Context: an optimization exercise on an open-source flow, tuned for small area, a short achievable clock period and few clock cycles per item. The choices shown serve that exercise and are no tape-out recipe.
At most, simulation tests tie the RTL to the original design; equivalence was not proved.

==> job 7703: inputs <==
==> flow/design.v <==
`timescale 1ns / 1ps
package gpca_pkg;
	localparam int HW_COUNT_WIDTH = 16;
	localparam int TOTAL_W        = 32;
	localparam int FOLD_W         = 15;
	localparam int WINDOW_W       = 15;
	localparam int DEBOUNCE_W     = 24;
	localparam int CFG_DATA_W     = 24;
	localparam int CFG_IDX_W      = 2;
	localparam logic [CFG_IDX_W-1:0] CFG_ACTIVE_HIGH    = 2'd0;
	localparam logic [CFG_IDX_W-1:0] CFG_DEBOUNCE_US    = 2'd1;
	localparam logic [CFG_IDX_W-1:0] CFG_FOLD_THRESHOLD = 2'd2;
	localparam logic                RST_ACTIVE_HIGH    = 1'b1;
	localparam logic [FOLD_W-1:0]   RST_FOLD_THRESHOLD = 15'd16384;
	localparam int                  ROUND_W     = DEBOUNCE_W + 1;
	localparam logic [ROUND_W-1:0]  ROUND_UP    = 25'd999;
	localparam int                  RECIP_W     = 26;
	localparam logic [RECIP_W-1:0]  RECIP_1000  = 26'd34359739;
	localparam int                  RECIP_SHIFT = 35;
	typedef struct packed {
		logic [31:0]                       now_ms;
		logic signed [HW_COUNT_WIDTH-1:0]  hw_count;
		logic                              pin_level;
	} sample_t;
	typedef struct packed {
		logic               logical_on;
		logic [TOTAL_W-1:0] accepted_pulses;
		logic [TOTAL_W-1:0] raw_pulses;
		logic [TOTAL_W-1:0] ignored_pulses;
		logic [TOTAL_W-1:0] samples_taken;
		logic [TOTAL_W-1:0] folds_done;
		logic [TOTAL_W-1:0] last_accept_ms;
		logic               clear_request;
	} result_t;
	typedef struct packed {
		logic                active_high;
		logic [WINDOW_W-1:0] window_ms;
		logic [FOLD_W-1:0]   fold_threshold;
	} cfg_t;
endpackage
`timescale 1ns / 1ps
module gpca_cfg (
	input  logic                                 clk,
	input  logic                                 arst_n,
	input  logic                                 cfg_we,
	input  logic [gpca_pkg::CFG_IDX_W-1:0]       cfg_index,
	input  logic [gpca_pkg::CFG_DATA_W-1:0]      cfg_wdata,
	output logic                                 active_high,
	output logic [gpca_pkg::WINDOW_W-1:0]        win_q,
	output logic                                 win_rnz,
	output logic                                 win_zero,    
	output logic [gpca_pkg::FOLD_W-1:0]          fold_threshold,
	output logic                                 busy,
	output logic                                 busy_next    
);
	logic [9:0]  rem_q;      
	logic [3:0]  cnt_q;      
	logic [14:0] quo_q;      
	logic [10:0] trial;
	logic [9:0]  rem_n;
	logic [14:0] quo_n;
	logic        rnz_q;
	logic        wz_q;
	logic        qbit;
	assign trial = {rem_q, quo_q[14]};
	assign qbit  = (trial >= 11'd1000);
	assign busy  = (cnt_q != 4'd0);
	assign busy_next = (cfg_we && cfg_index == gpca_pkg::CFG_DEBOUNCE_US) || (cnt_q > 4'd1);
	always_comb begin
		rem_n = rem_q;
		quo_n = quo_q;
		if (cfg_we && cfg_index == gpca_pkg::CFG_DEBOUNCE_US) begin
			rem_n = {1'b0, cfg_wdata[23:15]};
			quo_n = cfg_wdata[14:0];
		end else if (busy) begin
			rem_n = qbit ? 10'(trial - 11'd1000) : trial[9:0];
			quo_n = {quo_q[13:0], qbit};
		end
	end
	always_ff @(posedge clk or negedge arst_n) begin
		if (!arst_n) begin
			active_high    <= gpca_pkg::RST_ACTIVE_HIGH;
			fold_threshold <= gpca_pkg::RST_FOLD_THRESHOLD;
			rem_q          <= '0;
			quo_q          <= '0;
			cnt_q          <= '0;
			rnz_q          <= 1'b0;
			wz_q           <= 1'b1;
		end else begin
			if (cfg_we && cfg_index == gpca_pkg::CFG_ACTIVE_HIGH) begin
				active_high <= cfg_wdata[0];
			end
			if (cfg_we && cfg_index == gpca_pkg::CFG_FOLD_THRESHOLD) begin
				fold_threshold <= cfg_wdata[gpca_pkg::FOLD_W-1:0];
			end
			if (cfg_we && cfg_index == gpca_pkg::CFG_DEBOUNCE_US) begin
				cnt_q <= 4'd15;
			end else if (busy) begin
				cnt_q <= cnt_q - 4'd1;
			end
			rem_q <= rem_n;
			quo_q <= quo_n;
			rnz_q <= (rem_n != '0);
			wz_q  <= (rem_n == '0) && (quo_n == '0);
		end
	end
	assign win_q    = quo_q;
	assign win_rnz  = rnz_q;
	assign win_zero = wz_q;
endmodule
`timescale 1ns / 1ps
module gpca_add #(
	parameter int W = 32
) (
	input  logic [W-1:0] a,
	input  logic [W-1:0] b,
	input  logic         cin,
	output logic [W-1:0] s,
	output logic         cout
);
	localparam int L = (W <= 2) ? 1 : (W <= 4) ? 2 : (W <= 8) ? 3 : (W <= 16) ? 4 : (W <= 32) ? 5 : 6;
	logic [W-1:0] g [0:L];
	logic [W-1:0] p [0:L];
	logic [W:0]   c;
	assign g[0] = a & b;
	assign p[0] = a ^ b;
	for (genvar l = 0; l < L; l++) begin : g_lvl
		for (genvar i = 0; i < W; i++) begin : g_bit
			if (((i >> l) & 1) == 1) begin : g_node
				localparam int J = ((i >> l) << l) - 1;
				assign g[l+1][i] = g[l][i] | (p[l][i] & g[l][J]);
				assign p[l+1][i] = p[l][i] & p[l][J];
			end else begin : g_pass
				assign g[l+1][i] = g[l][i];
				assign p[l+1][i] = p[l][i];
			end
		end
	end
	assign c[0] = cin;
	for (genvar i = 0; i < W; i++) begin : g_carry
		assign c[i+1] = g[L][i] | (p[L][i] & cin);
	end
	assign s    = p[0] ^ c[W-1:0];
	assign cout = c[W];
endmodule
module gpca_core (
	input  logic                            clk,
	input  logic                            arst_n,
	input  logic                            en,
	input  logic [48:0]                     sample,
	input  logic                            active_high,
	input  logic [gpca_pkg::WINDOW_W-1:0]   win_q,
	input  logic                            win_rnz,
	input  logic                            win_zero,
	input  logic [gpca_pkg::FOLD_W-1:0]     thr,
	output logic [193:0]                    result
);
	localparam int TW = gpca_pkg::TOTAL_W;
	logic [15:0]   prev_q;
	logic [TW-1:0] idle_q;
	logic          armed_q;
	logic [TW-1:0] acc_q;
	logic [TW-1:0] raw_q;
	logic [TW-1:0] ign_q;
	logic [TW-1:0] smp_q;
	logic [TW-1:0] fold_q;
	logic [TW-1:0] acct_q;
	logic          on_q;
	logic          clr_q;
	logic [TW-1:0] now;
	logic [15:0]   hw;
	logic          on;
	assign now = sample[48:17];
	assign hw  = sample[16:1];
	assign on  = active_high ? sample[0] : ~sample[0];
	logic [14:0] fp_s;
	logic        fp_c;
	logic [14:0] fn_s;
	logic        fn_c;
	logic [14:0] fn_z;
	logic        fold;
	gpca_add #(.W(15)) u_fold_pos (.a(hw[14:0]), .b(~thr), .cin(1'b1), .s(fp_s), .cout(fp_c));
	gpca_add #(.W(15)) u_fold_neg (.a(hw[14:0]), .b(thr), .cin(1'b0), .s(fn_s), .cout(fn_c));
	assign fn_z[0] = hw[0] ^ thr[0];
	for (genvar i = 1; i < 15; i++) begin : g_fz
		assign fn_z[i] = (hw[i] ^ thr[i]) ^ (hw[i-1] | thr[i-1]);
	end
	assign fold = hw[15] ? (!fn_c || (fn_z == '0)) : fp_c;
	logic [15:0] dm1;
	logic        dm1_c;
	logic        pos;
	gpca_add #(.W(16)) u_dm1 (.a(hw), .b(~prev_q), .cin(1'b0), .s(dm1), .cout(dm1_c));
	assign pos = !(hw[15] ^ !prev_q[15] ^ dm1_c);
	logic        wz;
	logic        idle_nz;
	logic [14:0] la_s;
	logic        la_c;
	logic [14:0] csa_x;
	logic [14:0] csa_y;
	logic [15:0] lb_s;
	logic        lb_c;
	logic        lo_ge;
	logic [16:0] hx;
	logic [16:0] hy;
	logic [16:0] hz;
	logic        hi_eq0;
	logic        hi_eq1;
	logic        hi_zero;
	logic        late;
	assign wz      = win_zero;
	assign idle_nz = (idle_q != '0);
	gpca_add #(.W(15)) u_lo_a (.a(now[14:0]), .b(~idle_q[14:0]), .cin(1'b1), .s(la_s), .cout(la_c));
	assign csa_x = now[14:0] ^ ~idle_q[14:0] ^ ~win_q;
	assign csa_y = (now[14:0] & ~idle_q[14:0]) | (now[14:0] & ~win_q) | (~idle_q[14:0] & ~win_q);
	gpca_add #(.W(16)) u_lo_b (.a({1'b0, csa_x}), .b({csa_y, !win_rnz}), .cin(1'b1), .s(lb_s), .cout(lb_c));
	assign lo_ge = la_c ? lb_c : (lb_c || lb_s[15]);
	assign hx = now[31:15];
	assign hy = ~idle_q[31:15];
	assign hz[0] = hx[0] ^ hy[0];
	for (genvar i = 1; i < 17; i++) begin : g_hz
		assign hz[i] = (hx[i] ^ hy[i]) ^ (hx[i-1] | hy[i-1]);
	end
	assign hi_eq0  = (now[31:15] == idle_q[31:15]);
	assign hi_eq1  = (hz == '0);
	assign hi_zero = la_c ? hi_eq0 : hi_eq1;
	assign late    = !hi_zero || lo_ge;
	logic armed_t;
	logic take;
	logic hit;
	assign armed_t = armed_q || (!on && (wz || (idle_nz && late)));
	assign take    = pos && !wz && armed_t;     
	assign hit     = pos && (wz || armed_t);    
	logic [TW-1:0] d_x;
	logic [TW-1:0] raw_s;
	logic [TW-1:0] acc_s;
	logic [TW-1:0] ign_s;
	logic [TW-1:0] smp_s;
	logic [TW-1:0] fold_s;
	logic          raw_c;
	logic          acc_c;
	logic          ign_c;
	logic          smp_c;
	logic          fold_c;
	assign d_x = {{(TW-16){1'b0}}, dm1};
	gpca_add #(.W(TW)) u_raw  (.a(raw_q),  .b(d_x),                     .cin(1'b1),     .s(raw_s),  .cout(raw_c));
	gpca_add #(.W(TW)) u_acc  (.a(acc_q),  .b(wz ? d_x : {TW{1'b0}}),   .cin(1'b1),     .s(acc_s),  .cout(acc_c));
	gpca_add #(.W(TW)) u_ign  (.a(ign_q),  .b(d_x),                     .cin(!armed_t), .s(ign_s),  .cout(ign_c));
	gpca_add #(.W(TW)) u_smp  (.a(smp_q),  .b({TW{1'b0}}),              .cin(1'b1),     .s(smp_s),  .cout(smp_c));
	gpca_add #(.W(TW)) u_fold (.a(fold_q), .b({TW{1'b0}}),              .cin(fold),     .s(fold_s), .cout(fold_c));
	always_ff @(posedge clk or negedge arst_n) begin
		if (!arst_n) begin
			prev_q  <= '0;
			idle_q  <= '0;
			armed_q <= 1'b0;
			acc_q   <= '0;
			raw_q   <= '0;
			ign_q   <= '0;
			smp_q   <= '0;
			fold_q  <= '0;
			acct_q  <= '0;
		end else if (en) begin
			prev_q <= fold ? '0 : hw;
			if (on || take) begin
				idle_q <= '0;
			end else if (!idle_nz) begin
				idle_q <= now;
			end
			armed_q <= armed_t && !take;
			if (pos) begin
				raw_q <= raw_s;
			end
			if (hit) begin
				acc_q  <= acc_s;
				acct_q <= now;
			end
			if (pos && !wz) begin
				ign_q <= ign_s;
			end
			smp_q  <= smp_s;
			fold_q <= fold_s;
		end
	end
	always_ff @(posedge clk) begin
		if (en) begin
			on_q  <= on;
			clr_q <= fold;
		end
	end
	assign result = {on_q, acc_q, raw_q, ign_q, smp_q, fold_q, acct_q, clr_q};
endmodule
`timescale 1ns / 1ps
module gated_pulse_count_accumulator (
	input  logic                             clk,
	input  logic                             arst_n,
	input  logic                             sample_valid,
	output logic                             sample_ready,
	input  logic [48:0]                      sample,
	output logic                             result_valid,
	input  logic                             result_ready,
	output logic [193:0]                     result,
	input  logic                             cfg_we,
	input  logic [gpca_pkg::CFG_IDX_W-1:0]   cfg_index,
	input  logic [gpca_pkg::CFG_DATA_W-1:0]  cfg_wdata
);
	logic                          active_high;
	logic [gpca_pkg::WINDOW_W-1:0] win_q;
	logic                          win_rnz;
	logic                          win_zero;
	logic [gpca_pkg::FOLD_W-1:0]   thr;
	logic                          busy;
	logic                          valid_s1;
	logic                          valid_s2;
	logic                          adv;
	logic                          take_in;
	logic [48:0]                   s1_q;
	assign adv          = valid_s1 && (!valid_s2 || result_ready);
	assign sample_ready = !busy && (!valid_s1 || adv);
	assign take_in      = sample_valid && sample_ready;
	always_ff @(posedge clk or negedge arst_n) begin
		if (!arst_n) begin
			valid_s1 <= 1'b0;
			valid_s2 <= 1'b0;
		end else begin
			if (!valid_s1 || adv) begin
				valid_s1 <= take_in;
			end
			if (!valid_s2 || result_ready) begin
				valid_s2 <= valid_s1;
			end
		end
	end
	always_ff @(posedge clk) begin
		if (take_in) begin
			s1_q <= sample;
		end
	end
	gpca_cfg u_cfg (
		.clk            (clk),
		.arst_n         (arst_n),
		.cfg_we         (cfg_we),
		.cfg_index      (cfg_index),
		.cfg_wdata      (cfg_wdata),
		.active_high    (active_high),
		.win_q          (win_q),
		.win_rnz        (win_rnz),
		.win_zero       (win_zero),
		.fold_threshold (thr),
		.busy           (busy),
		.busy_next      ()
	);
	gpca_core u_core (
		.clk         (clk),
		.arst_n      (arst_n),
		.en          (adv),
		.sample      (s1_q),
		.active_high (active_high),
		.win_q       (win_q),
		.win_rnz     (win_rnz),
		.win_zero    (win_zero),
		.thr         (thr),
		.result      (result)
	);
	assign result_valid = valid_s2;
endmodule
==> flow/flow/run.sh <==
#!/bin/bash
# Own layout flow: the standard layout (standard.sh, unchanged synthesis,
# floorplan, power grid, placement, CTS and routing) with two changes:
#  - ports are buffered with sky130_fd_sc_hd__buf_2 instead of the default
#    delay buffer;
#  - timing repair aims for extra setup slack (SETUP_SLACK_MARGIN).
# Each tool's full output stays in orfs/logs; make's output goes to standard.log.
set -euo pipefail
export BUFFER_PORTS_ARGS="-buffer_cell sky130_fd_sc_hd__buf_2"
export SETUP_SLACK_MARGIN=6.5
bash standard.sh > standard.log 2>&1
==> flow/standard.sh <==
#!/bin/bash
# synth_recipe.tcl (not shown) runs the flow's synth.tcl, then flattens the netlist and writes it again
# the make line also repeats each setting of config.mk as NAME=value (left out here)
make -C /OpenROAD-flow-scripts/flow DESIGN_CONFIG=/design/flow/config.mk WORK_HOME=/design/flow/orfs CLKGATE_MAP_FILE= SYNTH_SCRIPT=/design/flow/synth_recipe.tcl "${@:-finish}"
==> flow/config.mk <==
export PLATFORM = sky130hd
export DESIGN_NAME = gated_pulse_count_accumulator
export DESIGN_NICKNAME = gated_pulse_count_accumulator
export VERILOG_FILES = /design/flow/design.v
export SDC_FILE = /design/flow/constraint.sdc
export NUM_CORES = 4
export LEC_CHECK = 0
export CAP_MARGIN = 20
export CORE_MARGIN = 2
export CORE_UTILIZATION = 40
export PLACE_DENSITY = 0.6
export SLEW_MARGIN = 20
==> flow/constraint.sdc <==
create_clock -name core_clock -period 11.0 [get_ports {clk}]
set_input_delay 2.2000 -clock core_clock [delete_from_list [all_inputs] [get_ports {clk}]]
set_output_delay 2.2000 -clock core_clock [all_outputs]
set_load 0.01 [all_outputs]
==> job 7508 (differences from job 7703) <==
==> flow/design.v, changed modules only <==
module gpca_add #(
	parameter int W = 32
) (
	input  logic [W-1:0] a,
	input  logic [W-1:0] b,
	input  logic         cin,
	output logic [W-1:0] s,
	output logic         cout
);
	localparam int L = $clog2(W);
	logic [W-1:0] g [0:L];
	logic [W-1:0] p [0:L];
	logic [W:0]   c;
	assign g[0] = a & b;
	assign p[0] = a ^ b;
	for (genvar l = 0; l < L; l++) begin : g_lvl
		for (genvar i = 0; i < W; i++) begin : g_bit
			if (((i >> l) & 1) == 1) begin : g_node
				localparam int J = ((i >> l) << l) - 1;
				assign g[l+1][i] = g[l][i] | (p[l][i] & g[l][J]);
				assign p[l+1][i] = p[l][i] & p[l][J];
			end else begin : g_pass
				assign g[l+1][i] = g[l][i];
				assign p[l+1][i] = p[l][i];
			end
		end
	end
	assign c[0] = cin;
	for (genvar i = 0; i < W; i++) begin : g_carry
		assign c[i+1] = g[L][i] | (p[L][i] & cin);
	end
	assign s    = p[0] ^ c[W-1:0];
	assign cout = c[W];
endmodule
module gated_pulse_count_accumulator (
	input  logic                             clk,
	input  logic                             arst_n,
	input  logic                             sample_valid,
	output logic                             sample_ready,
	input  logic [48:0]                      sample,
	output logic                             result_valid,
	input  logic                             result_ready,
	output logic [193:0]                     result,
	input  logic                             cfg_we,
	input  logic [gpca_pkg::CFG_IDX_W-1:0]   cfg_index,
	input  logic [gpca_pkg::CFG_DATA_W-1:0]  cfg_wdata
);
	logic                          active_high;
	logic [gpca_pkg::WINDOW_W-1:0] win_q;
	logic                          win_rnz;
	logic                          win_zero;
	logic [gpca_pkg::FOLD_W-1:0]   thr;
	logic                          busy;
	logic                          busy_next;
	logic                          ready_q;
	logic                          valid_k;
	logic                          valid_s1;
	logic                          valid_s2;
	logic                          adv;
	logic                          load_s1;
	logic                          take_in;
	logic                          valid_k_n;
	logic [48:0]                   skid_q;
	logic [48:0]                   s1_q;
	assign sample_ready = ready_q;
	assign take_in      = sample_valid && ready_q;
	assign adv          = valid_s1 && (!valid_s2 || result_ready);
	assign load_s1      = !valid_s1 || adv;
	assign valid_k_n    = (valid_k || take_in) && !load_s1;
	always_ff @(posedge clk or negedge arst_n) begin
		if (!arst_n) begin
			ready_q  <= 1'b1;
			valid_k  <= 1'b0;
			valid_s1 <= 1'b0;
			valid_s2 <= 1'b0;
		end else begin
			ready_q <= !valid_k_n && !busy_next;
			valid_k <= valid_k_n;
			if (load_s1) begin
				valid_s1 <= valid_k || take_in;
			end
			if (!valid_s2 || result_ready) begin
				valid_s2 <= valid_s1;
			end
		end
	end
	always_ff @(posedge clk) begin
		if (!valid_k) begin
			skid_q <= sample;
		end
	end
	always_ff @(posedge clk) begin
		if (load_s1) begin
			s1_q <= valid_k ? skid_q : sample;
		end
	end
	gpca_cfg u_cfg (
		.clk            (clk),
		.arst_n         (arst_n),
		.cfg_we         (cfg_we),
		.cfg_index      (cfg_index),
		.cfg_wdata      (cfg_wdata),
		.active_high    (active_high),
		.win_q          (win_q),
		.win_rnz        (win_rnz),
		.win_zero       (win_zero),
		.fold_threshold (thr),
		.busy           (busy),
		.busy_next      (busy_next)
	);
	gpca_core u_core (
		.clk         (clk),
		.arst_n      (arst_n),
		.en          (adv),
		.sample      (s1_q),
		.active_high (active_high),
		.win_q       (win_q),
		.win_rnz     (win_rnz),
		.win_zero    (win_zero),
		.thr         (thr),
		.result      (result)
	);
	assign result_valid = valid_s2;
endmodule
--- a/flow/flow/run.sh
+++ b/flow/flow/run.sh
@@ -8,4 +8,4 @@
 set -euo pipefail
 export BUFFER_PORTS_ARGS="-buffer_cell sky130_fd_sc_hd__buf_2"
-export SETUP_SLACK_MARGIN=6.5
+export SETUP_SLACK_MARGIN=7.5
 bash standard.sh > standard.log 2>&1
==> metrics.csv <==
metric,value,unit
core,46400,µm²
clk_share,5.85,%
grt_pass1_vias,14000,
arrival,2.65,ns
status,timing/DRC/antenna clean,
seqAreaFraction,38.1,%
syn_area,18700,µm²
wire_per_inst,17.3,µm
Source of the figures above: job 7703

==> metrics.csv <==
metric,value,unit
seqAreaFraction,35.4,%
n_all_buffers,467,
wire_per_inst,19.2,µm
ys_warn_count,12,
syn_area,20300,µm²
setup_tns,0,ns
start_util,40.5,%
yosys.area_share.simple,12.8,%
use_met2,35.8,%
fin_crit,4.48,ns
post-route-util,55.5,%
core,50100,µm²
status,timing/DRC/antenna clean,
Source of the figures above: job 7508

Testbench counts of job 7703, summed over its fixed seeds: cycles 24,128, items 24,000.
Only the layout flow was run in job 7508; the RTL was not checked for function there.

[what the ideal ports hide]
How much do the figures lean on ideal ports? The routed layouts below were timed once more, with nothing changed but the port constraints.
Step 1 (the two cells are an assumption about what drives the block):
set clk [get_ports {clk}]
set_driving_cell -lib_cell sky130_fd_sc_hd__clkbuf_16 $clk
set_driving_cell -lib_cell sky130_fd_sc_hd__buf_2 [delete_from_list [all_inputs] $clk]
Step 2 also shifts input and output timing later by t, the mid clock arrival at the registers, as if the neighbouring blocks saw the same clock.
a / b / c = ideal / step 1 / step 2; a / b = the first two.
run | shift t [ns] | slack for setup (ns) | hold slack, ns | worst setup path after step 2 | slew at the worst register clock pin (ns)
job 7703 | 0.617 | 6.150 / 6.104 / 5.978 | 0.465 / 0.465 / 0.465 | input to register | 0.06 / 0.06
job 7508 | 0.643 | 6.520 / 6.520 / 6.520 | 0.458 / 0.458 / 0.458 | register to register | 0.06 / 0.06
After both steps every run listed still meets setup and hold. The setup slack of job 7703, which loses most, moves by -0.046 ns with the drivers and by -0.172 ns with both steps.
